What follows belongs to an exercise in optimizing a design on an open flow for small area, a short achievable clock period and few clock cycles per item; a production flow would make more cautious choices. Where RTL was checked, it was by simulation tests only, not by an equivalence proof against the original. No activity file was given, so power comes from the tool's default toggle rates.

## resp_stream_parser
module resp_stream_parser (
	input  logic         clk,
	input  logic         arst_n,
	input  logic         s_tvalid,
	output logic         s_tready,
	input  logic [7:0]   s_tdata,   
	input  logic [0:0]   s_tuser,   
	output logic         m_tvalid,
	input  logic         m_tready,
	output logic [111:0] m_tdata,   
	output logic [5:0]   m_tuser,   
	output logic         m_tlast    
);
	localparam logic [63:0] INT_SAT = 64'h7FFF_FFFF_FFFF_FFFF;
	logic adv, s_fire, load_s1;
	logic valid_s1, valid_s2, valid_sk;
	logic [7:0] data_s1, data_sk, data_ld;
	logic start_s1, start_sk;
	logic digit_s1, digit_ld;
	logic [4:0] inj_s1, inj_ld;
	logic neg_ld;
	rsp_pkg::phase_t phase_q;
	rsp_pkg::phase_t phase_n;
	rsp_pkg::phase_t ph_c;
	logic [2:0]  kind_q, kind_n;
	logic [63:0] acc_q, acc_n;
	logic        a_clr, a_ones, a_next, a_sat, a_inc, a_bload, a_bdec;
	logic        neg_q, neg_n;
	logic        dig_q, dig_n;
	logic [31:0] off_q;
	logic        err_c;
	logic [2:0]  ecode_q, ecode_n;
	logic [2:0] ev;
	logic [2:0] new_code;
	logic       done;
	logic [2:0] ev_s2;
	logic [2:0] kind_s2;
	logic       done_s2;
	logic       numen_s2;
	logic       numen_hi_s2;
	logic [7:0] payload_s2;
	logic [4:0] depth_s2;
	logic        is_digit, int_over, cnt_over;
	assign is_digit = digit_s1;
	logic [63:0] acc_next;
	logic [63:0] acc_inc;
	logic        stk_push, stk_close;
	logic        stk_full, stk_empty_close;
	logic [4:0]  stk_depth;
	logic [31:0] bulk_c;
	assign adv      = valid_s1 && (!valid_s2 || m_tready);
	assign s_tready = !valid_sk;
	assign s_fire   = s_tvalid && !valid_sk;
	assign load_s1  = valid_sk ? adv : (s_fire && (adv || !valid_s1));
	always_ff @(posedge clk or negedge arst_n) begin
		if (!arst_n) begin
			valid_s1 <= 1'b0;
			valid_sk <= 1'b0;
		end else begin
			if (load_s1) begin
				valid_s1 <= 1'b1;
			end else if (adv) begin
				valid_s1 <= 1'b0;
			end
  ...
Size in the first run: roughly 3,200 cells after synthesis, roughly 130 I/O pins.
Settings: LEC_CHECK=0, CAP_MARGIN=20, CORE_MARGIN=2, CORE_UTILIZATION=55, SETUP_SLACK_MARGIN=5, SLEW_MARGIN=20, TNS_END_PERCENT=50; clock period 8.5 ns.
run.sh (not shown) runs the stock make flow with config.mk's settings and CLKGATE_MAP_FILE= SYNTH_SCRIPT=/design/flow/synth_recipe.tcl, a recipe that flattens the netlist after the stock synthesis.
The first run completed with no timing, DRC or antenna violations.
Testbench counts at the start, summed over its fixed seeds: cycles 320,543, items 320,527.
==> next run, changes <==
- CORE_UTILIZATION: 55 -> 60
- CTS_CLUSTER_DIAMETER: unset -> 60
- CTS_CLUSTER_SIZE: unset -> 20
- TNS_END_PERCENT: 50 -> unset
Effect: Wire length hardly moves. Cell count came out lower by 2.6%. Cell area drops by 2.2%. Global-route usage rose by 2.8 points. Synthesized area does not change. Worst setup slack gets worse by 140 ps.
==> next run, changes <==
- CORE_UTILIZATION: 60 -> 55
- CTS_CLUSTER_DIAMETER: 60 -> unset
- CTS_CLUSTER_SIZE: 20 -> unset
What happened: Clock power goes up by a quarter to a third; die area goes up by a little under a tenth; routed wire length goes up slightly; worst hold slack improved by 17 ps.

========
resp_stream_parser, a different RTL version from the one above (not shown whole).
Size: about 3100 cells after synthesis, roughly 690 flip-flops, ~130 I/O pins, roughly 0.035 mm^2 of cells after synthesis.
## resp_stream_parser
module resp_stream_parser (
	input  logic         clk,
	input  logic         arst_n,
	input  logic         s_tvalid,
	output logic         s_tready,
	input  logic [7:0]   s_tdata,   
	input  logic [0:0]   s_tuser,   
	output logic         m_tvalid,
	input  logic         m_tready,
	output logic [111:0] m_tdata,   
	output logic [5:0]   m_tuser,   
	output logic         m_tlast    
);
Settings: LEC_CHECK=0, CAP_MARGIN=20, CORE_MARGIN=2, CORE_UTILIZATION=55, SETUP_SLACK_MARGIN=5, SLEW_MARGIN=20; clock period 8.5 ns.
Then changed:
- CTS_CLUSTER_DIAMETER: not set -> 60
- CTS_CLUSTER_SIZE: not set -> 20
- cell area shrinks by 2.2%
- power decreases by 5.2%
- non-clock buffer count goes down by 8
- worst hold slack improved by 11 ps
- fmax climbs by 2.4%
- cell count drops by 1.4%
- clock power decreases by 25%
- wire length went down by 2.0%
No functional check of the RTL was part of any run of this note.

[what the ideal ports hide]
Ports are ideal in the flow. The routed layouts listed here were re-timed in OpenROAD. Step 1: set_driving_cell puts a clkbuf_16 on clk and a buf_2 on each other input, an assumption about the parent block. Step 2 adds t to the input delays and takes it off the output delays; t is the mean of the earliest and latest rising clock arrival at the registers after step 1. Input paths then give back, and output paths get back, about the clock's delay inside the block. Slacks: no drivers / after step 1 / after step 2; pairs: no drivers / after step 1.
| run | t, ns | slack for setup (ns) | hold WS [ns] |
|---|---|---|---|
| the first run of note 1 | 0.692 | 4.790 / 4.720 / 4.366 | 0.473 / 0.473 / 0.473 |
| the second run of note 1 | 0.705 | 4.652 / 4.652 / 4.293 | 0.479 / 0.479 / 0.479 |
| the third run of note 1 | 0.709 | 4.938 / 4.875 / 4.391 | 0.496 / 0.496 / 0.496 |
| the first run of note 2 | 0.689 | 4.742 / 4.742 / 4.463 | 0.485 / 0.485 / 0.485 |
| the second run of note 2 | 0.677 | 4.830 / 4.830 / 4.448 | 0.496 / 0.496 / 0.496 |
After both steps every run listed still meets setup and hold. For the third run of note 1, which loses most, drivers alone change the setup slack by -0.063 ns; drivers and shift together by -0.547 ns.
